This is an optimization exercise on Yosys and OpenROAD, whose aim is small area, not a production implementation. The RTL was checked by simulation tests, not by an equivalence proof against the original design. Power figures rest on the tool's default switching activity, not on a simulated workload.

--- design/flow/config.mk ---
export PLATFORM = sky130hd
export DESIGN_NAME = assoc_metadata
export DESIGN_NICKNAME = assoc_metadata
export VERILOG_FILES = /design/flow/design.v
export SDC_FILE = /design/flow/constraint.sdc
export NUM_CORES = 4
export LEC_CHECK = 0
export CAP_MARGIN = 20
export CORE_MARGIN = 2
export CORE_UTILIZATION = 40
export CTS_CLUSTER_DIAMETER = 90
export CTS_CLUSTER_SIZE = 26
export PLACE_DENSITY = 0.45
export SLEW_MARGIN = 20
export SYNTH_HIERARCHICAL = 1
export SYNTH_MINIMUM_KEEP_SIZE = 0
--- design/flow/constraint.sdc ---
create_clock -name core_clock -period 12.0 [get_ports {clk}]
set_input_delay 2.4000 -clock core_clock [delete_from_list [all_inputs] [get_ports {clk}]]
set_output_delay 2.4000 -clock core_clock [all_outputs]
set_load 0.01 [all_outputs]
--- design/flow/design.v ---
module assoc_metadata #(
   parameter int NUM_SETS       = 16,
   parameter int SET_SIZE       = 4,
   parameter int NUM_WAYS       = 4,
   parameter int TAG_SIZE       = 28,
   parameter int READ_ONLY      = 0,
   parameter int PERF_CNT_WIDTH = 32,
   localparam int WAY_BITS      = $clog2(NUM_WAYS)
) (
   input  logic                clk,
   input  logic                reset,
   input  logic [SET_SIZE-1:0] set,
   input  logic [TAG_SIZE-1:0] tag,
   input  logic                lookup,
   input  logic                clear_selected_valid_bit,
   input  logic                finish_new_line_install,
   input  logic                set_selected_dirty_bit,
   input  logic                clear_selected_dirty_bit,
   input  logic                invalidate_all_req,
   output logic                valid_block_match,
   output logic [WAY_BITS-1:0] hit_way,
   output logic [WAY_BITS-1:0] victim_way,
   output logic [TAG_SIZE-1:0] victim_tag,
   output logic                victim_valid_dirty,
   output logic                invalidate_busy
);
   logic                busy_q;
   logic [SET_SIZE-1:0] cnt_q;
   logic                phase_q;
   logic [TAG_SIZE-1:0] tag_q   [NUM_SETS][NUM_WAYS];    
   logic [NUM_WAYS-1:0] valid_q [NUM_SETS];
   logic [NUM_WAYS-1:0] dirty_q [NUM_SETS];
   logic [2:0]          plru_q  [NUM_SETS];
   logic [NUM_SETS-1:0] sel, sel_n;
   logic [TAG_SIZE-1:0] col;                             
   logic [TAG_SIZE-1:0] way_qn [NUM_WAYS];                
   logic [NUM_WAYS-1:0] valid_set, dirty_set, match;
   logic [2:0]          plru_set;
   logic [WAY_BITS-1:0] hw, inv_way, plru_way, vw, touch_way;
   logic                busy, hit, all_valid, install, touch, dirty_op, dirty_val, dirty_wval;
   logic [NUM_WAYS-1:0] vw_oh, hw_oh, pw_n, inst_w, clr_w, dop_w;
   logic                tch_n, tch_lo_n, tch_hi_n;
   assign busy = busy_q;
   assign col  = tag ^ {TAG_SIZE{phase_q}};
   always_comb
      for (int s = 0; s < NUM_SETS; s++) sel[s] = set == SET_SIZE'(s);
   assign sel_n = ~sel;
   for (genvar w = 0; w < NUM_WAYS; w++) begin : g_rd
      logic [NUM_SETS*TAG_SIZE-1:0] words;
      for (genvar s = 0; s < NUM_SETS; s++) begin : g_s
         assign words[s*TAG_SIZE +: TAG_SIZE] = tag_q[s][w];
      end
      assoc_metadata_read_way #(.W(TAG_SIZE), .N(NUM_SETS)) u_rd (
         .words(words), .sel_n(sel_n), .q_n(way_qn[w]));
   end
   logic [10:0] meta_set_n;
   for (genvar i = 0; i < 11; i++) begin : g_meta
      logic [NUM_SETS-1:0] col_bits;
      for (genvar s = 0; s < NUM_SETS; s++) begin : g_s
         assign col_bits[s] = i < 4 ? valid_q[s][i % 4] : i < 8 ? dirty_q[s][i % 4] : plru_q[s][i - 8];
      end
      assoc_metadata_read_bit #(.N(NUM_SETS)) u_bit (.d(col_bits), .sel_n(sel_n), .q_n(meta_set_n[i]));
   end
   assign valid_set = ~meta_set_n[3:0];
   assign dirty_set = ~meta_set_n[7:4];
   assign plru_set  = ~meta_set_n[10:8];
   always_comb
      for (int w = 0; w < NUM_WAYS; w++)
         match[w] = valid_set[w] && &(way_qn[w] ^ col);
   assign hit = !busy && |match;
   assign hw  = match[0] ? 2'd0 : match[1] ? 2'd1 : match[2] ? 2'd2 : 2'd3;
   assign hit_way           = hit ? hw : 2'd0;
   assign valid_block_match = hit;
   assign all_valid = &valid_set;
   assign inv_way   = !valid_set[0] ? 2'd0 : !valid_set[1] ? 2'd1 : !valid_set[2] ? 2'd2 : 2'd3;
   assign plru_way  = {plru_set[0], plru_set[0] ? plru_set[2] : plru_set[1]};
   assign vw        = all_valid ? plru_way : inv_way;
   assign victim_way = vw;
   always_comb
      for (int w = 0; w < NUM_WAYS; w++) pw_n[w] = plru_way != WAY_BITS'(w);
   for (genvar b = 0; b < TAG_SIZE; b++) begin : g_vt
      logic qn_sel;
      assoc_metadata_sel4 u_sel (
         .x({way_qn[3][b], way_qn[2][b], way_qn[1][b], way_qn[0][b]}), .s_n(pw_n), .y(qn_sel));
      assign victim_tag[b] = !(qn_sel ^ phase_q);
   end
   assign victim_valid_dirty = READ_ONLY == 0 && all_valid && dirty_set[plru_way];
   assign invalidate_busy    = busy;
   assign install    = !busy && !clear_selected_valid_bit && finish_new_line_install;
   assign touch      = install || (lookup && hit);
   assign touch_way  = install ? vw : hw;
   assign dirty_op   = !clear_selected_valid_bit && !finish_new_line_install && hit &&
                       (clear_selected_dirty_bit || set_selected_dirty_bit);
   assign dirty_val  = !clear_selected_dirty_bit && READ_ONLY == 0;
   assign dirty_wval = !install && dirty_val;           
   assign tch_n      = !touch;
   assign tch_lo_n   = !(touch && !touch_way[1]);
   assign tch_hi_n   = !(touch && touch_way[1]);
   always_comb
      for (int w = 0; w < NUM_WAYS; w++) begin
         vw_oh[w]  = vw == WAY_BITS'(w);
         hw_oh[w]  = hw == WAY_BITS'(w);
         inst_w[w] = install && vw_oh[w];
         clr_w[w]  = clear_selected_valid_bit && hit && hw_oh[w];
         dop_w[w]  = dirty_op && hw_oh[w];
      end
   always_ff @(posedge clk or posedge reset)
      if (reset) phase_q <= 1'b0;
      else       phase_q <= !phase_q;
   for (genvar s = 0; s < NUM_SETS; s++) begin : g_set
      for (genvar w = 0; w < NUM_WAYS; w++) begin : g_way
         logic keep_n, load_n, valid_d, dirty_en;
         assoc_metadata_line_ctl u_ctl (
            .sel(sel[s]), .inst(inst_w[w]), .clr(clr_w[w]), .dop(dop_w[w]), .busy(busy),
            .valid(valid_q[s][w]), .load_n(load_n), .keep_n(keep_n), .valid_d(valid_d),
            .dirty_en(dirty_en));
         logic [TAG_SIZE-1:0] tag_d;
         assoc_metadata_tag_row #(.W(TAG_SIZE)) u_row (
            .q(tag_q[s][w]), .col(col), .keep_n(keep_n), .load_n(load_n), .d(tag_d));
         always_ff @(posedge clk)
            tag_q[s][w] <= tag_d;
         always_ff @(posedge clk or posedge reset)
            if (reset) valid_q[s][w] <= 1'b0;
            else       valid_q[s][w] <= valid_d;
         always_ff @(posedge clk)
            if (dirty_en) dirty_q[s][w] <= dirty_wval;
      end
      logic [2:0] plru_en;
      assoc_metadata_plru_ctl u_pctl (
         .sel_n(sel_n[s]), .tch_n(tch_n), .tch_lo_n(tch_lo_n), .tch_hi_n(tch_hi_n), .en(plru_en));
      always_ff @(posedge clk) begin
         if (plru_en[0]) plru_q[s][0] <= !touch_way[1];
         if (plru_en[1]) plru_q[s][1] <= !touch_way[0];
         if (plru_en[2]) plru_q[s][2] <= !touch_way[0];
      end
   end
   always_ff @(posedge clk or posedge reset)
      if (reset) begin
         busy_q <= 1'b0;
         cnt_q  <= '0;
      end else if (busy) begin
         cnt_q <= cnt_q + 1'b1;
         if (cnt_q == SET_SIZE'(NUM_SETS - 1)) busy_q <= 1'b0;
      end else if (invalidate_all_req) begin
         busy_q <= 1'b1;
      end
endmodule
module assoc_metadata_line_ctl (
   input  logic sel,         
   input  logic inst,        
   input  logic clr,         
   input  logic dop,         
   input  logic busy,
   input  logic valid,
   output logic load_n,
   output logic keep_n,
   output logic valid_d,
   output logic dirty_en
);
   assign load_n   = !(sel && inst);
   assign keep_n   = !(load_n && valid);
   assign valid_d  = !load_n || (valid && !(sel && clr) && !busy);
   assign dirty_en = !load_n || (sel && dop);
endmodule
module assoc_metadata_plru_ctl (
   input  logic       sel_n,
   input  logic       tch_n,
   input  logic       tch_lo_n,
   input  logic       tch_hi_n,
   output logic [2:0] en
);
   assign en = {!(sel_n || tch_hi_n), !(sel_n || tch_lo_n), !(sel_n || tch_n)};
endmodule
module assoc_metadata_sel4 (
   input  logic [3:0] x,
   input  logic [3:0] s_n,
   output logic       y
);
   logic [1:0] pair_n;
   assoc_metadata_oai22 u_p0 (.a1(s_n[0]), .a2(x[0]), .b1(s_n[1]), .b2(x[1]), .y(pair_n[0]));
   assoc_metadata_oai22 u_p1 (.a1(s_n[2]), .a2(x[2]), .b1(s_n[3]), .b2(x[3]), .y(pair_n[1]));
   assign y = !(pair_n[0] || pair_n[1]);
endmodule
module assoc_metadata_tag_row #(
   parameter int W = 28
) (
   input  logic [W-1:0] q,
   input  logic [W-1:0] col,
   input  logic         keep_n,
   input  logic         load_n,
   output logic [W-1:0] d
);
   for (genvar b = 0; b < W; b++) begin : g_b
      assoc_metadata_oai22 u_bit (.a1(q[b]), .a2(keep_n), .b1(col[b]), .b2(load_n), .y(d[b]));
   end
endmodule
module assoc_metadata_read_way #(
   parameter int W = 28,
   parameter int N = 16
) (
   input  logic [N*W-1:0] words,
   input  logic [N-1:0]   sel_n,
   output logic [W-1:0]   q_n
);
   for (genvar b = 0; b < W; b++) begin : g_b
      logic [N-1:0] col;
      for (genvar s = 0; s < N; s++) begin : g_s
         assign col[s] = words[s*W + b];
      end
      assoc_metadata_read_bit #(.N(N)) u_bit (.d(col), .sel_n(sel_n), .q_n(q_n[b]));
   end
endmodule
module assoc_metadata_read_bit #(
   parameter int N = 16
) (
   input  logic [N-1:0] d,
   input  logic [N-1:0] sel_n,
   output logic         q_n
);
   logic [N/2-1:0] pair_n;    
   for (genvar p = 0; p < N / 2; p++) begin : g_p
      assoc_metadata_oai22 u_pair (
         .a1(sel_n[2*p]), .a2(d[2*p]), .b1(sel_n[2*p+1]), .b2(d[2*p+1]), .y(pair_n[p]));
   end
   assoc_metadata_or_tree #(.N(N / 2)) u_or (.a(pair_n), .y(q_n));
endmodule
module assoc_metadata_or_tree #(
   parameter int N = 8
) (
   input  logic [N-1:0] a,
   output logic         y
);
   assign y = |a;
endmodule
module assoc_metadata_oai22 (
   input  logic a1,
   input  logic a2,
   input  logic b1,
   input  logic b2,
   output logic y
);
   assign y = ~((a1 | a2) & (b1 | b2));
endmodule
--- design/flow/run.sh ---
#!/bin/bash
# synth_recipe.tcl (not shown) runs the flow's synth.tcl, then flattens the netlist and writes it again
# the make line also repeats each setting of config.mk as NAME=value (left out here)
make -C /OpenROAD-flow-scripts/flow DESIGN_CONFIG=/design/flow/config.mk WORK_HOME=/design/flow/orfs CLKGATE_MAP_FILE= SYNTH_SCRIPT=/design/flow/synth_recipe.tcl finish
==> results of run 1 <==
[power groups by stage]
stage                     Clock [W]  Sequential, W  Combinational [W]
after floorplan                   0        0.00684           0.000648
after global placement            0        0.00683            0.00136
after detailed placement          0        0.00683            0.00136
after CTS                   0.00396        0.00668            0.00136
after global routing        0.00417        0.00668            0.00145
final                       0.00391        0.00668            0.00142
[modules after synthesis (local to each module, per instance), excerpt]
module / flip-flops and latches / cells inside / cell area [µm²] / copies in the design
assoc_metadata_plru_ctl: 0 / 3 / 11.3 / 16
assoc_metadata_line_ctl: 0 / 6 / 33.8 / 64
assoc_metadata: 1974 / 2443 / 44200 / 1
assoc_metadata_sel4: 0 / 1 / 3.75 / 28
assoc_metadata_oai22: 0 / 1 / 6.26 / 2832
[Yosys cell counts (all sizes together), types with 4 or more instances]
master / number
xor2: 56
o2111ai: 7
o21ai: 6
a32o: 64
nor3: 9
a22oi: 4
dfxtp: 1792
xnor2: 81
a21oi: 12
edfxtp: 112
o21a: 66
a221oi: 5
a222oi: 4
inv: 108
a22o: 4
o221ai: 7
a31oi: 5
nor2: 104
buf: 25
o22ai: 2851
nand2: 339
or4: 4
nand3: 12
nor2b: 7
clkbuf: 12
nor4: 264
a2111oi: 5
nor4b: 5
dfrtp: 70
nand4: 18
nand2b: 10
[stage by stage]
step	hold slack [ps]	util	setup WS, ps	total power, W
floorplan	422	-	1260	0.00748
global placement	429	0.446	514	0.00819
detailed placement	437	0.446	646	0.00818
CTS	450	0.464	606	0.0120
global route	457	0.464	357	0.0123
finish	447	0.464	337	0.0120
[registers in the layout, indices dropped and copies added, names as in the netlist]
name	flops
tag_q	1792
cnt_q	4
valid_q	64
phase_q	1
dirty_q	64
busy_q	1
plru_q	48
[worst reg2reg max path, stage by stage, from the launching register on]
cell and delay, ps:
sky130_fd_sc_hd__dfrtp_1 400, sky130_fd_sc_hd__o22ai_1 130, sky130_fd_sc_hd__nor4_1 740, sky130_fd_sc_hd__nand2_1 370
sky130_fd_sc_hd__nor2_1 250, sky130_fd_sc_hd__a21boi_0 860, sky130_fd_sc_hd__nand2_1 390, sky130_fd_sc_hd__nor2_4 710
sky130_fd_sc_hd__nand2_1 110, sky130_fd_sc_hd__buf_4 300, sky130_fd_sc_hd__nand2_1 800, sky130_fd_sc_hd__buf_4 340
sky130_fd_sc_hd__o22ai_1 110
[worst paths after layout]
kind,slack (ps),cells past startpoint,end,startpoint
worst max-delay path,340,15,valid_block_match,set[1]
worst min-delay path,450,1,tag_q[61][6],tag_q[61][6]
min in group asynchronous,2140,2,valid_q[3][2],reset
max in group asynchronous,8670,3,busy_q,reset
worst min register to register,450,1,tag_q[61][6],tag_q[61][6]
worst max register to register,6310,12,tag_q[23][18],valid_q[14][1]
[cells by family after synthesis]
logic type               count (synthesis)  share of synthesized area
AO/OA/AOI/OAI                         3059                      0.297
XOR/XNOR                               137                     0.0181
adder cells (fa/ha/maj)                  1                   0.000189
buffers and inverters                  146                    0.00888
flip-flops                            1974                      0.618
multiplexers                             4                   0.000660
AND/OR/NAND/NOR                        783                     0.0574
[final cells by class]
| cell class | instances | share of cell area |
|---|---|---|
| multi-input cells | 3984 | 0.333 |
| flip-flops and latches | 1974 | 0.536 |
| clock buffers | 117 | 0.0333 |
| inverters | 109 | 0.00536 |
| diodes | 3 | 0.0000981 |
| clock inverters | 24 | 0.00509 |
| repair buffers | 442 | 0.0512 |
| well taps | 2189 | 0.0358 |
[metal layers]
metal	up-vias	GRT usage	routed length (µm)
li1	26469	-	-
met1	31489	0.513	138000
met2	3072	0.509	129000
met3	569	0.0678	27900
met4	2	0.129	12600
met5	-	0	13
==> results_tabular.tex, run 1 <==
\begin{tabular}{lr}
\hline
Metric & Value \\
\hline
\multicolumn{2}{l}{\textbf{Detailed routing}} \\
Number of iterations in the first detailed-routing pass & 8 \\
Number of routed nets with antenna violations & 0 \\
Routed via count & roughly 62000 \\
Remaining design rule violation count & 0 \\
Wire length per cell after detailed routing & approximately 35 µm \\
Detailed-route wire length & 307000 µm \\
Vias/cell & $\sim$7.0 \\
DRC marker count from the first detailed-route iteration & between 7000 and 8000 \\
\multicolumn{2}{l}{\textbf{Power}} \\
Internal & about 0.0087 W \\
Lkg Pwr & approximately 30 nW \\
Sw Ratio & 0.276 \\
Clock network power share & 0.325 \\
Net switching power & 0.00331 W \\
P per Cell Area & 157 nW/µm² \\
Peak VDD IR & 0.114 mV \\
Reg power frac & 0.556 \\
Part of the power in combinational logic & 0.118 \\
\multicolumn{2}{l}{\textbf{Global route}} \\
Total congestion overflow & 0 \\
Largest net degree at the start of global routing & 65 \\
All-layer global routing usage & 0.351 \\
Number of antenna violations at the first check in global routing & 10 \\
Vias in the first global route & about 58000 \\
First-pass GRT wire length & between 400000 and 500000 µm \\
\multicolumn{2}{l}{\textbf{Critical path}} \\
Cell with the biggest individual delay on the critical path & sky130\_fd\_sc\_hd\_\_nor4\_1 \\
CP arrival & slightly above 9000 ps \\
Required @ worst endpoint & roughly 9600 ps \\
CP Cell Sequence & clkdlybuf4s50\_1 -> nor2b\_1 -> nand3\_4 -> buf\_4 -> o22ai\_1 -> nor4\_1 -> nand2\_1 -> xnor2\_1 -> o211ai\_1 -> nor3\_1 -> o221ai\_1 -> a2111o\_1 -> and2\_4 -> a21oi\_1 -> clkdlybuf4s50\_1 \\
Setup Crit Path Kind & in2out \\
CP delay by family, top & simple AND/OR/NAND/NOR gates \\
Launching element type of the critical path & primary input \\
Top fanout value on the critical path & 25 \\
Stage delay of the slowest cell on the critical path & 1010 ps \\
Sort of element at the end of the critical path & output port \\
Count of buffer and inverter cells on the critical path & 3 \\
Most repeated library cell on the critical path & sky130\_fd\_sc\_hd\_\_clkdlybuf4s50\_1 \\
\multicolumn{2}{l}{\textbf{Die}} \\
Row count & $\sim$150 \\
Die boundary width & approximately 410 µm \\
Starting density of the core & 0.402 \\
Die height & approximately 410 µm \\
Total Die Area & around 170000 µm² \\
Core outline area & roughly 160000 µm² \\
Ports placed on the boundary & 75 \\
\multicolumn{2}{l}{\textbf{Placement}} \\
Detailed-placement wirelength estimate & approximately 190000 µm \\
Total cell area at the placement stage & $\sim$74000 µm² \\
Number of I/O port buffers & 74 \\
GPL Wtd Cong & $\sim$0.94 \\
Total instance count after detailed placement & about 8700 \\
\multicolumn{2}{l}{\textbf{Final layout}} \\
Footprint of the flip-flops and latches & just over 40000 µm² \\
Commonest non-fill, non-tap cell in the layout & sky130\_fd\_sc\_hd\_\_o22ai\_1 \\
Post-layout instance count excluding filler cells & between 8000 and 9000 \\
Filler Cell Count & about 16000 \\
Combined area of the multi-input logic cells & 25500 µm² \\
Signed area change from the synthesized netlist to the final layout & 15.3\% \\
Final instance area & $\sim$77000 µm² \\
Fraction of final layout cells sized beyond drive strength 1 & 0.0955 \\
Count of nets after finishing & $\sim$6600 \\
Most frequent cells in the layout & sky130\_fd\_sc\_hd\_\_o22ai\_1, sky130\_fd\_sc\_hd\_\_dfxtp\_1, sky130\_fd\_sc\_hd\_\_buf\_4 \\
\multicolumn{2}{l}{\textbf{Yosys}} \\
Mean instance size in the synthesized netlist & around 11 µm² \\
Number of warnings printed during yosys synthesis & 16 \\
Top area cells in the synthesized netlist & sky130\_fd\_sc\_hd\_\_dfxtp\_1, sky130\_fd\_sc\_hd\_\_o22ai\_1, sky130\_fd\_sc\_hd\_\_edfxtp\_1, sky130\_fd\_sc\_hd\_\_dfrtp\_1, sky130\_fd\_sc\_hd\_\_nor4\_1 \\
Net count of the mapped netlist & 6145 \\
Number of enable-type register cells in the synthesized netlist & about 110 \\
Mapped Area & about 66000 µm² \\
Seq/Total Area, Yosys & 0.618 \\
Post-synthesis async set-or-reset flop share & 0.0355 \\
Count of unique library cells instantiated by Yosys & 67 \\
Portion of synthesized cell area occupied by the leading cell type & 0.541 \\
Number of storage elements in the synthesis netlist & between 1500 and 2000 \\
Gate count after technology mapping & 6104 \\
Leading register cell type out of synthesis & sky130\_fd\_sc\_hd\_\_dfxtp\_1 \\
Most area-hungry cell type in the Yosys netlist & sky130\_fd\_sc\_hd\_\_dfxtp\_1 \\
\multicolumn{2}{l}{\textbf{Clock network}} \\
Cts-stage hold buffer count & 0 \\
Total CTS buffers & between 90 and 100 \\
Buffer count from post-CTS setup fixing & 0 \\
Total number of H-tree levels & 3 \\
Buffer levels on the longest clock path & 3 \\
Root Buffer & sky130\_fd\_sc\_hd\_\_clkbuf\_16 \\
Total number of clock tree sinks & 1974 \\
Worst-Skew Late Latency & approximately 790 ps \\
Post-CTS resize count & 0 \\
CTS tree & done \\
Post-CTS clock slew at the launch and capture registers of the worst setup and hold paths & 90 ps \\
\multicolumn{2}{l}{\textbf{STA}} \\
Post-route fraction of the period consumed by the critical path & 0.972 \\
Clk\_skew & 55.8 ps \\
Total negative slack & 0 ps \\
Final min period & approximately 12000 ps \\
Final count of hold timing violations & 0 \\
Pins over their slew limit & 0 \\
RSZ-0062 raised after global routing & false \\
Highest clock frequency the design can meet & around 86 MHz \\
Actual slew at the worst max-slew pin & 1300 ps \\
Total of endpoints with negative setup slack in the final report & 0 \\
Slew headroom & 0.122 \\
\multicolumn{2}{l}{\textbf{Worst hold path}} \\
Path class of the lowest-slack min-delay path & reg2reg \\
\multicolumn{2}{l}{\textbf{Run status}} \\
Outcome & no timing/DRC/antenna violations \\
\multicolumn{2}{l}{\textbf{Run}} \\
Max-cap violations & 0 \\
\hline
\end{tabular}
==> run 2: changes to the inputs <==
--- a/design/flow/design.v
+++ b/design/flow/design.v
@@ -38,7 +38,7 @@
    logic [2:0]          plru_set;
    logic [WAY_BITS-1:0] hw, inv_way, plru_way, vw, touch_way;
    logic                busy, hit, all_valid, install, touch, dirty_op, dirty_val, dirty_wval;
-   logic [NUM_WAYS-1:0] vw_oh, hw_oh, pw_n, inst_w, clr_w, dop_w;
+   logic [NUM_WAYS-1:0] vw_oh, hw_oh, pw_n, inst_w, clr_w, dop_w, dw_n;
    logic                tch_n, tch_lo_n, tch_hi_n;
    assign busy = busy_q;
    assign col  = tag ^ {TAG_SIZE{phase_q}};
@@ -103,20 +103,27 @@
          inst_w[w] = install && vw_oh[w];
          clr_w[w]  = clear_selected_valid_bit && hit && hw_oh[w];
          dop_w[w]  = dirty_op && hw_oh[w];
+         dw_n[w]   = !(inst_w[w] || dop_w[w]);
       end
    always_ff @(posedge clk or posedge reset)
       if (reset) phase_q <= 1'b0;
       else       phase_q <= !phase_q;
    for (genvar s = 0; s < NUM_SETS; s++) begin : g_set
       for (genvar w = 0; w < NUM_WAYS; w++) begin : g_way
-         logic keep_n, load_n, valid_d, dirty_en;
+         logic [1:0] keep_n, load_n;
+         logic valid_d, dirty_en;
          assoc_metadata_line_ctl u_ctl (
-            .sel(sel[s]), .inst(inst_w[w]), .clr(clr_w[w]), .dop(dop_w[w]), .busy(busy),
+            .sel(sel[s]), .sel_n(sel_n[s]), .inst(inst_w[w]), .clr(clr_w[w]), .dw_n(dw_n[w]),
+            .busy_n(!busy),
             .valid(valid_q[s][w]), .load_n(load_n), .keep_n(keep_n), .valid_d(valid_d),
             .dirty_en(dirty_en));
          logic [TAG_SIZE-1:0] tag_d;
-         assoc_metadata_tag_row #(.W(TAG_SIZE)) u_row (
-            .q(tag_q[s][w]), .col(col), .keep_n(keep_n), .load_n(load_n), .d(tag_d));
+         assoc_metadata_tag_row #(.W(TAG_SIZE / 2)) u_row0 (
+            .q(tag_q[s][w][TAG_SIZE/2-1:0]), .col(col[TAG_SIZE/2-1:0]), .keep_n(keep_n[0]),
+            .load_n(load_n[0]), .d(tag_d[TAG_SIZE/2-1:0]));
+         assoc_metadata_tag_row #(.W(TAG_SIZE - TAG_SIZE / 2)) u_row1 (
+            .q(tag_q[s][w][TAG_SIZE-1:TAG_SIZE/2]), .col(col[TAG_SIZE-1:TAG_SIZE/2]),
+            .keep_n(keep_n[1]), .load_n(load_n[1]), .d(tag_d[TAG_SIZE-1:TAG_SIZE/2]));
          always_ff @(posedge clk)
             tag_q[s][w] <= tag_d;
          always_ff @(posedge clk or posedge reset)
@@ -147,20 +154,48 @@
 endmodule
 module assoc_metadata_line_ctl (
    input  logic sel,         
+   input  logic sel_n,       
    input  logic inst,        
    input  logic clr,         
-   input  logic dop,         
-   input  logic busy,
+   input  logic dw_n,        
+   input  logic busy_n,
    input  logic valid,
-   output logic load_n,
-   output logic keep_n,
+   output logic [1:0] load_n,   
+   output logic [1:0] keep_n,
    output logic valid_d,
    output logic dirty_en
 );
-   assign load_n   = !(sel && inst);
-   assign keep_n   = !(load_n && valid);
-   assign valid_d  = !load_n || (valid && !(sel && clr) && !busy);
-   assign dirty_en = !load_n || (sel && dop);
+   logic clr_n, hold_n;
+   assoc_metadata_nand2 u_load0 (.a(sel), .b(inst), .y(load_n[0]));
+   assoc_metadata_nand2 u_load1 (.a(sel), .b(inst), .y(load_n[1]));
+   assoc_metadata_nand2 u_keep0 (.a(load_n[0]), .b(valid), .y(keep_n[0]));
+   assoc_metadata_nand2 u_keep1 (.a(load_n[1]), .b(valid), .y(keep_n[1]));
+   assoc_metadata_nand2 u_clr (.a(sel), .b(clr), .y(clr_n));
+   assoc_metadata_nand3 u_hold (.a(valid), .b(clr_n), .c(busy_n), .y(hold_n));
+   assoc_metadata_nand2 u_vd (.a(load_n[0]), .b(hold_n), .y(valid_d));
+   assoc_metadata_nor2 u_den (.a(sel_n), .b(dw_n), .y(dirty_en));
+endmodule
+module assoc_metadata_nand2 (
+   input  logic a,
+   input  logic b,
+   output logic y
+);
+   assign y = !(a && b);
+endmodule
+module assoc_metadata_nand3 (
+   input  logic a,
+   input  logic b,
+   input  logic c,
+   output logic y
+);
+   assign y = !(a && b && c);
+endmodule
+module assoc_metadata_nor2 (
+   input  logic a,
+   input  logic b,
+   output logic y
+);
+   assign y = !(a || b);
 endmodule
 module assoc_metadata_plru_ctl (
    input  logic       sel_n,
==> design/flow/config.mk (replaced) <==
export PLATFORM = sky130hd
export DESIGN_NAME = assoc_metadata
export DESIGN_NICKNAME = assoc_metadata
export VERILOG_FILES = /design/flow/design.v
export SDC_FILE = /design/flow/constraint.sdc
export NUM_CORES = 4
export LEC_CHECK = 0
export CAP_MARGIN = 10
export CORE_MARGIN = 2
export CORE_UTILIZATION = 70
export CTS_CLUSTER_DIAMETER = 90
export CTS_CLUSTER_SIZE = 26
export PLACE_DENSITY = 0.75
export SLEW_MARGIN = 10
export SYNTH_HIERARCHICAL = 1
export SYNTH_MINIMUM_KEEP_SIZE = 0
==> run 2 against run 1 <==
Effect of this change:
- sequential power about the same
- via count increased by 2.5%
- worst setup slack improved by 680 ps
- fmax increased by 6.1%
- first-iteration DRC count increased by 54%
- clock power decreased by 12%
- final cell count decreased by 12%
- critical path depth decreased by 1
- clock-buffer cell count increased by 2
==> results_tabular.tex, run 2 <==
\begin{tabular}{lr}
\hline
Metric & Value \\
\hline
\multicolumn{2}{l}{\textbf{Run status}} \\
Outcome & no timing/DRC/antenna violations \\
\multicolumn{2}{l}{\textbf{STA}} \\
Slew headroom & 0.0497 (-0.0726) \\
Clk\_skew & 48.2 ps (-7.57 ps) \\
Worst-case setup margin in the final layout & 1010 ps (+675 ps) \\
Total of endpoints with negative setup slack in the final report & 0 (unchanged) \\
Final count of hold timing violations & 0 (unchanged) \\
Highest clock frequency the design can meet & 91.0 MHz (+6.1\%) \\
RSZ-0062 raised after global routing & false \\
Post-route fraction of the period consumed by the critical path & 0.916 (-0.0563) \\
Actual slew at the worst max-slew pin & 1420 ps (+119 ps) \\
Total negative slack & 0 ps (unchanged) \\
Pins over their slew limit & 0 (unchanged) \\
Final min period & 10990 ps (-675 ps) \\
\multicolumn{2}{l}{\textbf{Critical path}} \\
FF-to-FF Start & plru\_q[2][0] \\
R2R cell count & 11 (-1) \\
Count of buffer and inverter cells on the critical path & 3 (unchanged) \\
Register-to-register setup slack & 5530 ps (-780 ps) \\
Most repeated library cell on the critical path & sky130\_fd\_sc\_hd\_\_clkdlybuf4s50\_1 \\
Cell with the biggest individual delay on the critical path & sky130\_fd\_sc\_hd\_\_nor4\_1 \\
Stage delay of the slowest cell on the critical path & 900 ps (-110 ps) \\
CP Cell Sequence & clkdlybuf4s50\_1 -> nor2b\_1 -> nand2\_4 -> buf\_12 -> o22ai\_1 -> nor4\_1 -> nand2\_1 -> a222oi\_1 -> nand4\_1 -> o21ai\_0 -> nand3\_1 -> and2\_4 -> nor3\_1 -> clkdlybuf4s50\_1 \\
Required @ worst endpoint & 9600 ps (about the same) \\
Launching element type of the critical path & primary input \\
Setup Crit Path Kind & in2out \\
Top fanout value on the critical path & 54 (+120\%) \\
CP arrival & 8590 ps (-670 ps) \\
Sort of element at the end of the critical path & output port \\
Capturing point of the worst reg2reg path & tag\_q[21][2] \\
Total stage count of the critical path & 14 (-1) \\
CP delay by family, top & simple AND/OR/NAND/NOR gates \\
\multicolumn{2}{l}{\textbf{Clock network}} \\
Worst-Skew Late Latency & 750 ps (-40 ps) \\
Post-CTS resize count & 0 (unchanged) \\
Buffer levels on the longest clock path & 3 (unchanged) \\
Cts-stage hold buffer count & 0 (unchanged) \\
Post-CTS clock slew at the launch and capture registers of the worst setup and hold paths & 90 ps (about the same) \\
Total number of clock tree sinks & 1974 (unchanged) \\
Root Buffer & sky130\_fd\_sc\_hd\_\_clkbuf\_16 \\
Buffer count from post-CTS setup fixing & 0 (unchanged) \\
Total CTS buffers & 86 (-6.5\%) \\
CTS tree & done \\
Total number of H-tree levels & 3 (unchanged) \\
\multicolumn{2}{l}{\textbf{Yosys}} \\
Leading register cell type out of synthesis & sky130\_fd\_sc\_hd\_\_dfxtp\_1 \\
Count of unique library cells instantiated by Yosys & 61 (-9.0\%) \\
Net count of the mapped netlist & 6283 (+2.2\%) \\
Most area-hungry cell type in the Yosys netlist & sky130\_fd\_sc\_hd\_\_dfxtp\_1 \\
Number of warnings printed during yosys synthesis & 16 (unchanged) \\
Gate count after technology mapping & 6242 (+2.3\%) \\
Count leader, synth & sky130\_fd\_sc\_hd\_\_o22ai\_1 \\
Commonest cells post-synth & sky130\_fd\_sc\_hd\_\_o22ai\_1, sky130\_fd\_sc\_hd\_\_dfxtp\_1, sky130\_fd\_sc\_hd\_\_nand2\_1 \\
Post-synthesis async set-or-reset flop share & 0.0355 (unchanged) \\
Number of storage elements in the synthesis netlist & 1974 (unchanged) \\
Number of enable-type register cells in the synthesized netlist & 112 (unchanged) \\
Seq/Total Area, Yosys & 0.619 (+0.000911) \\
Mapped Area & 66200 µm² (-0.15\%) \\
Portion of synthesized cell area occupied by the leading cell type & 0.542 (+0.000797) \\
Top area cells in the synthesized netlist & sky130\_fd\_sc\_hd\_\_dfxtp\_1, sky130\_fd\_sc\_hd\_\_o22ai\_1, sky130\_fd\_sc\_hd\_\_edfxtp\_1, sky130\_fd\_sc\_hd\_\_nand2\_1, sky130\_fd\_sc\_hd\_\_dfrtp\_1 \\
Mean instance size in the synthesized netlist & 10.6 µm² (-2.4\%) \\
\multicolumn{2}{l}{\textbf{Final layout}} \\
Count of nets after finishing & 6525 (-1.8\%) \\
Final instance area & 72600 µm² (-5.0\%) \\
Largest registers in the final layout & tag\_q: 1792 flops, dirty\_q: 64 flops, valid\_q: 64 flops \\
Post-Route Utilization & 0.776 (+0.312) \\
Commonest non-fill, non-tap cell in the layout & sky130\_fd\_sc\_hd\_\_o22ai\_1 \\
Flip-flop count of the largest register, all copies and words added & 1792 (unchanged) \\
Signed area change from the synthesized netlist to the final layout & 9.68\% \\
Filler Cell Count & 6368 (-59\%) \\
Fraction of final layout cells sized beyond drive strength 1 & 0.0422 (-0.0533) \\
Top register by number of flip-flops & tag\_q \\
Most frequent cells in the layout & sky130\_fd\_sc\_hd\_\_o22ai\_1, sky130\_fd\_sc\_hd\_\_dfxtp\_1, sky130\_fd\_sc\_hd\_\_nand2\_1 \\
\multicolumn{2}{l}{\textbf{Power}} \\
Net switching power & 0.00294 W (-11\%) \\
Lkg Pwr & 27.5 nW (-7.0\%) \\
Sw Ratio & 0.259 (-0.0168) \\
Clock network power share & 0.305 (-0.020) \\
Post-route total power & 0.0113 W (-5.6\%) \\
P per Cell Area & 156 nW/µm² (-0.57\%) \\
Peak VDD IR & 0.180 mV (+58\%) \\
Internal & 0.00840 W (-3.4\%) \\
Reg power frac & 0.589 (+0.033) \\
Part of the power in combinational logic & 0.106 (-0.012) \\
\multicolumn{2}{l}{\textbf{Placement}} \\
Post-Place Setup Slack & 1630 ps (+987 ps) \\
GPL Wtd Cong & 1.03 (+9.5\%) \\
Detailed-placement wirelength estimate & 155000 µm (-18\%) \\
Number of I/O port buffers & 74 (unchanged) \\
Total cell area at the placement stage & 70200 µm² (-4.6\%) \\
\multicolumn{2}{l}{\textbf{Die}} \\
Total Die Area & 97100 µm² (-43\%) \\
Die boundary width & 312 µm (-24\%) \\
Ports placed on the boundary & 75 (unchanged) \\
Starting density of the core & 0.707 (+0.305) \\
Row count & 112 (-25\%) \\
Die height & 312 µm (-24\%) \\
Core outline area & 93600 µm² (-43\%) \\
\multicolumn{2}{l}{\textbf{Detailed routing}} \\
Wire length per cell after detailed routing & 32.3 µm (-7.2\%) \\
Routed via count & 63164 (+2.5\%) \\
Number of routed nets with antenna violations & 0 (unchanged) \\
Vias/cell & 8.12 (+17\%) \\
DRC marker count from the first detailed-route iteration & 11603 (+54\%) \\
Number of iterations in the first detailed-routing pass & 9 (+1) \\
Detailed-route wire length & 251000 µm (-18\%) \\
Remaining design rule violation count & 0 (unchanged) \\
\multicolumn{2}{l}{\textbf{Worst hold path}} \\
Sink of the worst hold path & tag\_q[11][23] \\
Path class of the lowest-slack min-delay path & reg2reg \\
Hold path startpoint & tag\_q[11][23] \\
Count of cells along the worst hold path & 1 (unchanged) \\
\multicolumn{2}{l}{\textbf{Global route}} \\
Number of antenna violations at the first check in global routing & 14 (+4) \\
First-pass GRT wire length & 369000 µm (-15\%) \\
All-layer global routing usage & 0.496 (+0.145) \\
Total congestion overflow & 0 (unchanged) \\
Vias in the first global route & 58156 (+0.62\%) \\
Largest net degree at the start of global routing & 76 (+17\%) \\
\multicolumn{2}{l}{\textbf{Run}} \\
Max-cap violations & 0 (unchanged) \\
\hline
\end{tabular}
run 2: worst max-delay path by stage:
stage	startpoint	to	slack, ps
6_report	set[3]	hit_way[1]	1010
5_1_grt	set[3]	hit_way[1]	980
4_1_cts	set[1]	hit_way[1]	1610
3_5_place_dp	set[1]	hit_way[1]	1630
3_3_place_gp	set[2]	valid_block_match	1650
2_1_floorplan	set[2]	hit_way[1]	1930
run 2: layer usage:
| metal | vias up | wire length [µm] | track usage |
|---|---|---|---|
| met5 | - | 123 | 0 |
| met4 | 14 | 18400 | 0.284 |
| met3 | 1160 | 42200 | 0.190 |
| met2 | 5701 | 102000 | 0.696 |
| met1 | 30046 | 87900 | 0.655 |
| li1 | 26243 | - | - |
run 2: power by group through the flow:
stage | Clock (W) | Combinational (W) | Sequential [W]
finish | 0.00345 | 0.00121 | 0.00668
floorplan | 0 | 0.000625 | 0.00682
global route | 0.00364 | 0.00121 | 0.00668
detailed placement | 0 | 0.00111 | 0.00683
CTS | 0.00341 | 0.00112 | 0.00668
global placement | 0 | 0.00110 | 0.00683
run 2: Yosys stat by module, one instance, submodules excluded, excerpt:
module	copies in the design	cells
assoc_metadata_oai22	2832	1
assoc_metadata_nand2	384	1
assoc_metadata_sel4	28	1
assoc_metadata	1	2453
assoc_metadata_nor2	64	1
assoc_metadata_nand3	64	1
assoc_metadata_plru_ctl	16	3
run 2: final cells by class:
class	count	area, µm²	area share
repair buffers	191	1880	0.0259
flip-flops and latches	1974	41000	0.564
multi-input cells	4186	25600	0.352
clock buffers	119	2380	0.0328
well taps	1254	1570	0.0216
diodes	6	15.0	0.000207
inverters	45	170	0.00234
clock inverters	4	68.8	0.000947
run 2: worst reg2reg max path: stages (launching register included):
cell and delay, ps:
sky130_fd_sc_hd__edfxtp_1 340, sky130_fd_sc_hd__o22ai_1 100, sky130_fd_sc_hd__nor4_1 580, sky130_fd_sc_hd__nand2_1 450, sky130_fd_sc_hd__or2_2 710, sky130_fd_sc_hd__a31oi_1 790, sky130_fd_sc_hd__nor2_1 60, sky130_fd_sc_hd__or2_2 360
sky130_fd_sc_hd__nor2_2 960, sky130_fd_sc_hd__nand2_1 880, sky130_fd_sc_hd__nand2_1 860, sky130_fd_sc_hd__o22ai_1 220
run 2: cell families after synthesis:
kind of cell	share of synthesized area
compound gates	0.279
xor+xnor	0.0182
fa+ha+maj	0.000189
buf+inv	0.00595
flops	0.619
mux	0.000321
simple gates	0.0776
run 2: metrics by stage:
stage,hold slack [ps],std cells
4_1_cts,450,7772
6_report,448,7779
5_1_grt,457,7776
3_3_place_gp,429,7649
3_5_place_dp,437,7649
2_1_floorplan,422,6242
==> run 3: changes to the inputs <==
==> design/flow/flow/run.sh (new file) <==
#!/bin/bash
# Own layout flow: the standard ORFS flow (standard.sh, unchanged synthesis) with
#  - a clock tree built without dummy balancing loads, clustered as config.mk's CTS settings say
#  - ports buffered with a small plain buffer instead of the default delay-cell buffer
#  - power (area) recovery after global routing on paths with slack.
# Every tool's output goes to the ORFS logs under orfs/logs; make's own output to flow_make.log.
set -euo pipefail
export CTS_ARGS="-sink_clustering_enable -repair_clock_nets -sink_clustering_size 26 -sink_clustering_max_diameter 90 -dont_use_dummy_load"
export BUFFER_PORTS_ARGS="-buffer_cell sky130_fd_sc_hd__buf_2"
export RECOVER_POWER=100
bash standard.sh finish > flow_make.log 2>&1
==> design/flow/standard.sh (new file) <==
#!/bin/bash
# synth_recipe.tcl (not shown) runs the flow's synth.tcl, then flattens the netlist and writes it again
# the make line also repeats each setting of config.mk as NAME=value (left out here)
make -C /OpenROAD-flow-scripts/flow DESIGN_CONFIG=/design/flow/config.mk WORK_HOME=/design/flow/orfs CLKGATE_MAP_FILE= SYNTH_SCRIPT=/design/flow/synth_recipe.tcl "${@:-finish}"
removed: design/flow/run.sh
==> run 3 against run 2 <==
Effect of this change:
- the layout now fails its checks (max-capacitance violations, max-slew violations)
- worst hold slack lost 3.0 ps
- register-to-register slack lost 520 ps
- utilization shrank 1.1 points
- clock skew shrank 9.1 ps
==> results_tabular.tex, run 3 <==
\begin{tabular}{lr}
\hline
Metric & Value \\
\hline
\multicolumn{2}{l}{\textbf{Critical path}} \\
Register-to-register setup slack & 5010 ps (-520 ps) \\
CP Cell Sequence & clkbuf\_1 -> nor2b\_1 -> nand2\_4 -> clkbuf\_1 -> o22ai\_1 -> nor4\_1 -> nand2\_1 -> nand2b\_1 -> clkbuf\_1 -> o22ai\_1 -> nor2\_1 -> xnor2\_1 -> clkbuf\_1 \\
Required @ worst endpoint & 9600 ps (about the same) \\
Stage delay of the slowest cell on the critical path & 820 ps (-80 ps) \\
Launching element type of the critical path & primary input \\
Worst setup path endpoint & victim\_tag[7] \\
Crit. Startpoint & set[1] \\
R2R cell count & 12 (+1) \\
Most repeated library cell on the critical path & sky130\_fd\_sc\_hd\_\_clkbuf\_1 \\
FF-to-FF Start & plru\_q[3][2] \\
Top fanout value on the critical path & 47 (-13\%) \\
Sort of element at the end of the critical path & output port \\
Cell with the biggest individual delay on the critical path & sky130\_fd\_sc\_hd\_\_clkbuf\_1 \\
CP arrival & 8390 ps (-200 ps) \\
Setup Crit Path Kind & in2out \\
Capturing point of the worst reg2reg path & tag\_q[3][27] \\
\multicolumn{2}{l}{\textbf{Detailed routing}} \\
Routed via count & 62753 (-0.65\%) \\
DRC marker count from the first detailed-route iteration & 11251 (-3.0\%) \\
Vias/cell & 8.12 (about the same) \\
Remaining design rule violation count & 0 (unchanged) \\
Number of routed nets with antenna violations & 0 (unchanged) \\
Detailed-route wire length & 247000 µm (-1.5\%) \\
Number of iterations in the first detailed-routing pass & 11 (+2) \\
Wire length per cell after detailed routing & 32.0 µm (-0.79\%) \\
\multicolumn{2}{l}{\textbf{STA}} \\
Final count of hold timing violations & 0 (unchanged) \\
Slew headroom & -0.714 (-0.764) \\
Total negative slack & 0 ps (unchanged) \\
Highest clock frequency the design can meet & 92.7 MHz (+1.9\%) \\
Total of endpoints with negative setup slack in the final report & 0 (unchanged) \\
Pins over their slew limit & 303 (+303) \\
RSZ-0062 raised after global routing & false \\
Final min period & 10790 ps (-200 ps) \\
Clk\_skew & 39.2 ps (-9.05 ps) \\
Post-route fraction of the period consumed by the critical path & 0.899 (-0.0167) \\
Actual slew at the worst max-slew pin & 2570 ps (+1150 ps) \\
Hold\_ws & 445 ps (-3.04 ps) \\
\multicolumn{2}{l}{\textbf{Yosys}} \\
Commonest cells post-synth & sky130\_fd\_sc\_hd\_\_o22ai\_1, sky130\_fd\_sc\_hd\_\_dfxtp\_1, sky130\_fd\_sc\_hd\_\_nand2\_1 \\
Seq/Total Area, Yosys & 0.619 (unchanged) \\
Leading register cell type out of synthesis & sky130\_fd\_sc\_hd\_\_dfxtp\_1 \\
Number of storage elements in the synthesis netlist & 1974 (unchanged) \\
Net count of the mapped netlist & 6283 (unchanged) \\
Number of warnings printed during yosys synthesis & 16 (unchanged) \\
Portion of synthesized cell area occupied by the leading cell type & 0.542 (unchanged) \\
Post-synthesis async set-or-reset flop share & 0.0355 (unchanged) \\
Most area-hungry cell type in the Yosys netlist & sky130\_fd\_sc\_hd\_\_dfxtp\_1 \\
Mean instance size in the synthesized netlist & 10.6 µm² (unchanged) \\
Mapped Area & 66200 µm² (unchanged) \\
Gate count after technology mapping & 6242 (unchanged) \\
Number of enable-type register cells in the synthesized netlist & 112 (unchanged) \\
Count leader, synth & sky130\_fd\_sc\_hd\_\_o22ai\_1 \\
Count of unique library cells instantiated by Yosys & 61 (unchanged) \\
Top area cells in the synthesized netlist & sky130\_fd\_sc\_hd\_\_dfxtp\_1, sky130\_fd\_sc\_hd\_\_o22ai\_1, sky130\_fd\_sc\_hd\_\_edfxtp\_1, sky130\_fd\_sc\_hd\_\_nand2\_1, sky130\_fd\_sc\_hd\_\_dfrtp\_1 \\
\multicolumn{2}{l}{\textbf{Clock network}} \\
Total CTS buffers & 86 (unchanged) \\
Post-CTS clock slew at the launch and capture registers of the worst setup and hold paths & 60 ps (-30 ps) \\
Post-CTS resize count & 0 (unchanged) \\
CTS tree & done \\
Worst-Skew Late Latency & 730 ps (-20 ps) \\
Root Buffer & sky130\_fd\_sc\_hd\_\_clkbuf\_16 \\
Total number of H-tree levels & 3 (unchanged) \\
Buffer levels on the longest clock path & 3 (unchanged) \\
Total number of clock tree sinks & 1974 (unchanged) \\
Buffer count from post-CTS setup fixing & 0 (unchanged) \\
Cts-stage hold buffer count & 0 (unchanged) \\
\multicolumn{2}{l}{\textbf{Run}} \\
Max-cap violations & 9 (+9) \\
\multicolumn{2}{l}{\textbf{Placement}} \\
Number of I/O port buffers & 74 (unchanged) \\
Detailed-placement wirelength estimate & 153000 µm (-0.94\%) \\
GPL Wtd Cong & 1.05 (+1.5\%) \\
Total instance count after detailed placement & 7630 (-0.25\%) \\
Total cell area at the placement stage & 69600 µm² (-0.85\%) \\
\multicolumn{2}{l}{\textbf{Power}} \\
Lkg Pwr & 27.1 nW (-1.5\%) \\
Reg power frac & 0.602 (+0.013) \\
P per Cell Area & 155 nW/µm² (-0.62\%) \\
Peak VDD IR & 0.162 mV (-9.9\%) \\
Sw Ratio & 0.258 (-0.000894) \\
Internal & 0.00824 W (-1.9\%) \\
Clock network power share & 0.294 (-0.011) \\
Part of the power in combinational logic & 0.104 (-0.002) \\
Net switching power & 0.00287 W (-2.4\%) \\
\multicolumn{2}{l}{\textbf{Worst hold path}} \\
Path class of the lowest-slack min-delay path & reg2reg \\
\multicolumn{2}{l}{\textbf{Die}} \\
Die height & 312 µm (unchanged) \\
Ports placed on the boundary & 75 (unchanged) \\
Die boundary width & 312 µm (unchanged) \\
Total Die Area & 97100 µm² (unchanged) \\
Starting density of the core & 0.707 (unchanged) \\
Row count & 112 (unchanged) \\
Core outline area & 93600 µm² (unchanged) \\
\multicolumn{2}{l}{\textbf{Final layout}} \\
Count of nets after finishing & 6507 (-0.28\%) \\
Signed area change from the synthesized netlist to the final layout & 8.09\% \\
Post-Route Utilization & 0.765 (-0.0112) \\
Fraction of final layout cells sized beyond drive strength 1 & 0.0398 (-0.00243) \\
Commonest non-fill, non-tap cell in the layout & sky130\_fd\_sc\_hd\_\_o22ai\_1 \\
Top register by number of flip-flops & tag\_q \\
Post-layout instance count excluding filler cells & 7724 (-0.71\%) \\
Largest registers in the final layout & tag\_q: 1792 flops, dirty\_q: 64 flops, valid\_q: 64 flops \\
Flip-flop count of the largest register, all copies and words added & 1792 (unchanged) \\
Final instance area & 71600 µm² (-1.4\%) \\
Most frequent cells in the layout & sky130\_fd\_sc\_hd\_\_o22ai\_1, sky130\_fd\_sc\_hd\_\_dfxtp\_1, sky130\_fd\_sc\_hd\_\_nand2\_1 \\
\multicolumn{2}{l}{\textbf{Run status}} \\
Failing Checks & max-capacitance violations, max-slew violations \\
Outcome & failed layout checks \\
\multicolumn{2}{l}{\textbf{Global route}} \\
First-pass GRT wire length & 363000 µm (-1.4\%) \\
Largest net degree at the start of global routing & 115 (+51\%) \\
Total congestion overflow & 0 (unchanged) \\
Number of antenna violations at the first check in global routing & 9 (-5) \\
Vias in the first global route & 57579 (-0.99\%) \\
All-layer global routing usage & 0.489 (-0.00721) \\
\hline
\end{tabular}
==> run 3: cell type report <==
cell class | count | area, µm²
well taps | 1254 | 1570
fillers | 6535 | 22000
diodes | 6 | 15.0
repair buffers | 173 | 1180
clock buffers | 86 | 2150
multi-input cells | 4186 | 25500
flip-flops and latches | 1974 | 41000
inverters | 45 | 170
==> run 3: modules after synthesis (local to each module, per instance), a selection <==
module / area, µm² / cells inside
assoc_metadata: 44200 / 2453
assoc_metadata_plru_ctl: 11.3 / 3
assoc_metadata_oai22: 6.26 / 1
assoc_metadata_nand3: 5.00 / 1
assoc_metadata_nand2: 3.75 / 1
assoc_metadata_nor2: 3.75 / 1
assoc_metadata_sel4: 3.75 / 1
==> run 3: cell families after synthesis <==
logic type,after synthesis,synth area share
compound gates,2932,0.279
flops,1974,0.619
simple gates,1114,0.0776
xor+xnor,137,0.0182
buf+inv,82,0.00595
mux,2,0.000321
fa+ha+maj,1,0.000189
==> run 3: through the flow <==
step                      total power, W  setup slack, ps
after floorplan                  0.00744             1930
after global placement           0.00789             2260
after detailed placement         0.00790             2270
after CTS                         0.0110             2280
after global routing              0.0113             1220
final                             0.0111             1210
==> run 3: worst min-delay path by stage <==
stage / slack [ps] / from / depth (start not counted) / end
floorplan: 420 / tag_q[0][0] / 1 / tag_q[0][0]
CTS: 450 / tag_q[55][8] / 1 / tag_q[55][8]
global placement: 430 / tag_q[40][21] / 1 / tag_q[40][21]
finish: 450 / tag_q[23][4] / 1 / tag_q[23][4]
detailed placement: 440 / tag_q[51][23] / 1 / tag_q[51][23]
global route: 460 / tag_q[38][7] / 1 / tag_q[38][7]
==> run 3: power by group through the flow <==
stage | Sequential (W) | Combinational (W) | Clock, W
global route | 0.00668 | 0.00116 | 0.00344
floorplan | 0.00682 | 0.000625 | 0
global placement | 0.00683 | 0.00106 | 0
detailed placement | 0.00683 | 0.00107 | 0
finish | 0.00668 | 0.00115 | 0.00327
CTS | 0.00668 | 0.00108 | 0.00323
==> run 3: per-layer routing <==
metal / up-vias / GRT usage / wire [µm]
li1: 26116 / - / -
met1: 29980 / 0.643 / 87900
met2: 5479 / 0.693 / 101000
met3: 1168 / 0.179 / 39100
met4: 10 / 0.286 / 18900
met5: - / 0.00148 / 147
==> run 3: critical path: cells and delay by family <==
kind                   cells  cell delay, ps
AO/OA/AOI/OAI              2             670
XOR/XNOR                   1             200
AND/OR/NAND/NOR            6            2920
buffers and inverters      4            2170
==> run 4: changes to the inputs <==
==> design/flow/flow/run.sh (replaced) <==
#!/bin/bash
# Own layout flow: the standard ORFS flow (standard.sh, unchanged synthesis) with
#  - a clock tree built without dummy balancing loads, clustered as config.mk's CTS settings say
#  - ports buffered with a small plain buffer instead of the default delay-cell buffer
# Every tool's output goes to the ORFS logs under orfs/logs; make's own output to flow_make.log.
set -euo pipefail
export CTS_ARGS="-sink_clustering_enable -repair_clock_nets -sink_clustering_size 26 -sink_clustering_max_diameter 90 -dont_use_dummy_load"
export BUFFER_PORTS_ARGS="-buffer_cell sky130_fd_sc_hd__buf_2"
bash standard.sh finish > flow_make.log 2>&1
==> run 4 against run 3 <==
Effect of this change:
- now clean on timing, DRC and antenna
- critical path depth up 3
- fmax up 6.4%
- first-iteration DRC count increased by 3.1%
- largest power group unchanged
==> results_tabular.tex, run 4 <==
\begin{tabular}{lr}
\hline
Metric & Value \\
\hline
\multicolumn{2}{l}{\textbf{Run status}} \\
Outcome & no timing/DRC/antenna violations \\
\multicolumn{2}{l}{\textbf{STA}} \\
Highest clock frequency the design can meet & 98.6 MHz (+6.4\%) \\
Worst-case setup margin in the final layout & 1860 ps (+645 ps) \\
Final min period & 10140 ps (-645 ps) \\
Total negative slack & 0 ps (unchanged) \\
Actual slew at the worst max-slew pin & 1450 ps (-1130 ps) \\
Slew headroom & 0.0346 (+0.749) \\
RSZ-0062 raised after global routing & false \\
Total of endpoints with negative setup slack in the final report & 0 (unchanged) \\
Final count of hold timing violations & 0 (unchanged) \\
Pins over their slew limit & 0 (-100\%) \\
Clk\_skew & 41.2 ps (+2.01 ps) \\
Post-route fraction of the period consumed by the critical path & 0.845 (-0.0537) \\
\multicolumn{2}{l}{\textbf{Yosys}} \\
Compound-Gate Fraction of Synth Area & 0.279 (unchanged) \\
Leading register cell type out of synthesis & sky130\_fd\_sc\_hd\_\_dfxtp\_1 \\
Most area-hungry cell type in the Yosys netlist & sky130\_fd\_sc\_hd\_\_dfxtp\_1 \\
Parity-gate share of the synthesized area counting xor and xnor cells & 0.0182 (unchanged) \\
Count of unique library cells instantiated by Yosys & 61 (unchanged) \\
Net count of the mapped netlist & 6283 (unchanged) \\
Number of storage elements in the synthesis netlist & 1974 (unchanged) \\
Mapped Area & 66200 µm² (unchanged) \\
Area fraction in and, or, nand and nor cells after synthesis & 0.0776 (unchanged) \\
Adder-cell share of the synthesized area & 0.000189 (unchanged) \\
Portion of synthesized cell area occupied by the leading cell type & 0.542 (unchanged) \\
Count leader, synth & sky130\_fd\_sc\_hd\_\_o22ai\_1 \\
Mean instance size in the synthesized netlist & 10.6 µm² (unchanged) \\
Share of cell area taken by muxes after synthesis & 0.000321 (unchanged) \\
Dominant combinational cell family by area after synthesis & compound AO/OA/AOI/OAI gates \\
Post-synthesis async set-or-reset flop share & 0.0355 (unchanged) \\
Top area cells in the synthesized netlist & sky130\_fd\_sc\_hd\_\_dfxtp\_1, sky130\_fd\_sc\_hd\_\_o22ai\_1, sky130\_fd\_sc\_hd\_\_edfxtp\_1, sky130\_fd\_sc\_hd\_\_nand2\_1, sky130\_fd\_sc\_hd\_\_dfrtp\_1 \\
Commonest cells post-synth & sky130\_fd\_sc\_hd\_\_o22ai\_1, sky130\_fd\_sc\_hd\_\_dfxtp\_1, sky130\_fd\_sc\_hd\_\_nand2\_1 \\
Number of enable-type register cells in the synthesized netlist & 112 (unchanged) \\
Number of warnings printed during yosys synthesis & 16 (unchanged) \\
Gate count after technology mapping & 6242 (unchanged) \\
Seq/Total Area, Yosys & 0.619 (unchanged) \\
\multicolumn{2}{l}{\textbf{Die}} \\
Row count & 112 (unchanged) \\
Die height & 312 µm (unchanged) \\
Total Die Area & 97100 µm² (unchanged) \\
Core outline area & 93600 µm² (unchanged) \\
Ports placed on the boundary & 75 (unchanged) \\
Die boundary width & 312 µm (unchanged) \\
Starting density of the core & 0.707 (unchanged) \\
\multicolumn{2}{l}{\textbf{Critical path}} \\
Launching element type of the critical path & primary input \\
Required @ worst endpoint & 9600 ps (about the same) \\
Capturing point of the worst reg2reg path & tag\_q[61][10] \\
FF-to-FF Start & plru\_q[3][2] \\
Setup Crit Path Kind & in2out \\
Top fanout value on the critical path & 53 (+13\%) \\
Sort of element at the end of the critical path & output port \\
CP arrival & 7740 ps (-650 ps) \\
R2R cell count & 12 (unchanged) \\
Register-to-register setup slack & 6340 ps (+1330 ps) \\
\multicolumn{2}{l}{\textbf{Detailed routing}} \\
Routed via count & 62754 (+0.0016\%) \\
DRC marker count from the first detailed-route iteration & 11599 (+3.1\%) \\
Vias/cell & 8.12 (about the same) \\
Wire length per cell after detailed routing & 32.0 µm (about the same) \\
Number of iterations in the first detailed-routing pass & 9 (-2) \\
Remaining design rule violation count & 0 (unchanged) \\
Number of routed nets with antenna violations & 0 (unchanged) \\
Detailed-route wire length & 247000 µm (about the same) \\
\multicolumn{2}{l}{\textbf{Final layout}} \\
Footprint of the flip-flops and latches & 41000 µm² (about the same) \\
Flip-flop count of the largest register, all copies and words added & 1792 (unchanged) \\
Largest registers in the final layout & tag\_q: 1792 flops, dirty\_q: 64 flops, valid\_q: 64 flops \\
Commonest non-fill, non-tap cell in the layout & sky130\_fd\_sc\_hd\_\_o22ai\_1 \\
Top register by number of flip-flops & tag\_q \\
Count of nets after finishing & 6507 (unchanged) \\
Most frequent cells in the layout & sky130\_fd\_sc\_hd\_\_o22ai\_1, sky130\_fd\_sc\_hd\_\_dfxtp\_1, sky130\_fd\_sc\_hd\_\_nand2\_1 \\
Combined area of the multi-input logic cells & 25600 µm² (+0.15\%) \\
Fraction of final layout cells sized beyond drive strength 1 & 0.0500 (+0.0102) \\
Filler Cell Count & 6480 (-0.84\%) \\
Signed area change from the synthesized netlist to the final layout & 8.35\% \\
\multicolumn{2}{l}{\textbf{Clock network}} \\
Post-CTS resize count & 0 (unchanged) \\
Post-CTS clock slew at the launch and capture registers of the worst setup and hold paths & 60 ps (about the same) \\
CTS tree & done \\
Cts-stage hold buffer count & 0 (unchanged) \\
Buffer count from post-CTS setup fixing & 0 (unchanged) \\
Worst-Skew Late Latency & 730 ps (about the same) \\
Total CTS buffers & 86 (unchanged) \\
Total number of clock tree sinks & 1974 (unchanged) \\
Root Buffer & sky130\_fd\_sc\_hd\_\_clkbuf\_16 \\
Total number of H-tree levels & 3 (unchanged) \\
Buffer levels on the longest clock path & 3 (unchanged) \\
\multicolumn{2}{l}{\textbf{Power}} \\
Lkg Pwr & 27.3 nW (+0.64\%) \\
Internal & 0.00825 W (+0.12\%) \\
Reg power frac & 0.601 (about the same) \\
Net switching power & 0.00287 W (about the same) \\
Sw Ratio & 0.258 (about the same) \\
Peak VDD IR & 0.163 mV (+0.60\%) \\
P per Cell Area & 155 nW/µm² (-0.13\%) \\
Clock network power share & 0.294 (about the same) \\
Part of the power in combinational logic & 0.105 (about the same) \\
\multicolumn{2}{l}{\textbf{Global route}} \\
Largest net degree at the start of global routing & 115 (unchanged) \\
First-pass GRT wire length & 363000 µm (unchanged) \\
Total congestion overflow & 0 (unchanged) \\
Vias in the first global route & 57579 (unchanged) \\
All-layer global routing usage & 0.489 (unchanged) \\
Number of antenna violations at the first check in global routing & 9 (unchanged) \\
\multicolumn{2}{l}{\textbf{Placement}} \\
GPL Wtd Cong & 1.05 (unchanged) \\
Post-Place Setup Slack & 2270 ps (unchanged) \\
Number of I/O port buffers & 74 (unchanged) \\
Detailed-placement wirelength estimate & 153000 µm (unchanged) \\
\multicolumn{2}{l}{\textbf{Worst hold path}} \\
Sink of the worst hold path & tag\_q[23][4] \\
Hold path startpoint & tag\_q[23][4] \\
Path class of the lowest-slack min-delay path & reg2reg \\
Count of cells along the worst hold path & 1 (unchanged) \\
\multicolumn{2}{l}{\textbf{Run}} \\
Max-cap violations & 0 (-9) \\
\hline
\end{tabular}
[run 4: cell counts after synthesis]
No cell type changed its count.
[run 4: cell type report]
type | instances | area share
diodes | 7 | 0.000244
clock buffers | 86 | 0.0300
inverters | 45 | 0.00237
multi-input cells | 4186 | 0.356
flip-flops and latches | 1974 | 0.571
well taps | 1254 | 0.0219
repair buffers | 173 | 0.0182
[run 4: stage by stage]
stage / utilization / power (W) / hold slack, ps / instance area (µm²) / instances
2_1_floorplan: - / 0.00744 / 422 / 66200 / 6242
6_report: 0.767 / 0.0111 / 445 / 71800 / 7725
3_3_place_gp: 0.743 / 0.00789 / 429 / 69600 / 7630
5_1_grt: 0.766 / 0.0113 / 456 / 71800 / 7721
4_1_cts: 0.766 / 0.0110 / 447 / 71700 / 7716
3_5_place_dp: 0.743 / 0.00790 / 437 / 69600 / 7630
[run 4: power by group through the flow]
stage,Sequential (W),Clock [W],Combinational [W]
global placement,0.00683,0,0.00106
global route,0.00668,0.00344,0.00117
CTS,0.00668,0.00323,0.00108
finish,0.00668,0.00327,0.00117
detailed placement,0.00683,0,0.00107
floorplan,0.00682,0,0.000625
[run 4: kinds of logic after synthesis]
kind of cell,count (synthesis)
fa+ha+maj,1
xor+xnor,137
buf+inv,82
mux,2
simple gates,1114
compound gates,2932
flops,1974
[run 4: how the worst max path moves through the flow]
stage | from | depth (start not counted) | end
global placement | set[3] | 16 | hit_way[1]
global route | set[3] | 16 | hit_way[1]
detailed placement | set[1] | 15 | valid_block_match
floorplan | set[2] | 11 | hit_way[1]
finish | set[3] | 16 | hit_way[1]
CTS | set[1] | 15 | valid_block_match
[run 4: critical path: stages]
cell	delay (ps)
sky130_fd_sc_hd__buf_2	170
sky130_fd_sc_hd__nor2b_1	280
sky130_fd_sc_hd__nand2_4	660
sky130_fd_sc_hd__buf_4	530
sky130_fd_sc_hd__buf_4	550
sky130_fd_sc_hd__o22ai_1	140
sky130_fd_sc_hd__nor4_1	220
sky130_fd_sc_hd__nand2_1	140
sky130_fd_sc_hd__xnor2_1	490
sky130_fd_sc_hd__nand3_1	130
sky130_fd_sc_hd__or4_1	480
sky130_fd_sc_hd__a21oi_1	240
sky130_fd_sc_hd__nand3_1	400
sky130_fd_sc_hd__and2_4	340
sky130_fd_sc_hd__nor3_1	290
sky130_fd_sc_hd__buf_2	200
[run 4: routing by layer]
metal  part of all wire  vias up  GRT usage
met2               0.41     5447      0.693
met4              0.078       10      0.286
li1                   -    26127          -
met5            0.00058        -    0.00148
met1               0.35    30030      0.643
met3               0.16     1140      0.179
[run 4: per-module statistics from Yosys (local to each module, per instance), a selection]
| module | copies in the design | flip-flops and latches | cells inside |
|---|---|---|---|
| assoc_metadata_oai22 | 2832 | 0 | 1 |
| assoc_metadata_plru_ctl | 16 | 0 | 3 |
| assoc_metadata_nor2 | 64 | 0 | 1 |
| assoc_metadata_sel4 | 28 | 0 | 1 |
| assoc_metadata_nand2 | 384 | 0 | 1 |
| assoc_metadata_nand3 | 64 | 0 | 1 |

re-timing with driven ports:
How much do the figures lean on ideal ports? The routed layouts below were timed once more, with nothing changed but the port constraints.
Step 1, drivers: a clkbuf_16 drives clk and a buf_2 each remaining input, both assumed.
Step 2 times the ports against the registers' clock, not the clock port: input delays grow and output delays shrink by t, the midpoint of the rising clock arrivals with the driver on.
Three values: no drivers, after step 1, after step 2; two values: the first two.
run | t, ns | setup slack, ns | worst setup path at the end | clock arrival spread, ns | cell pins on the clock port's net
run 1 | 0.846 | 0.337 / 0.301 / 0.301 | input to output | 0.055 / 0.056 | 1
run 2 | 0.806 | 1.013 / 0.988 / 0.988 | input to output | 0.048 / 0.049 | 1
run 3 | 0.790 | 1.213 / 1.185 / 0.597 | input to register | 0.041 / 0.041 | 1
run 4 | 0.792 | 1.857 / 1.836 / 1.836 | input to output | 0.045 / 0.044 | 1
The setup slack of run 3, which loses most, moves by -0.028 ns with the drivers and by -0.616 ns with both steps.
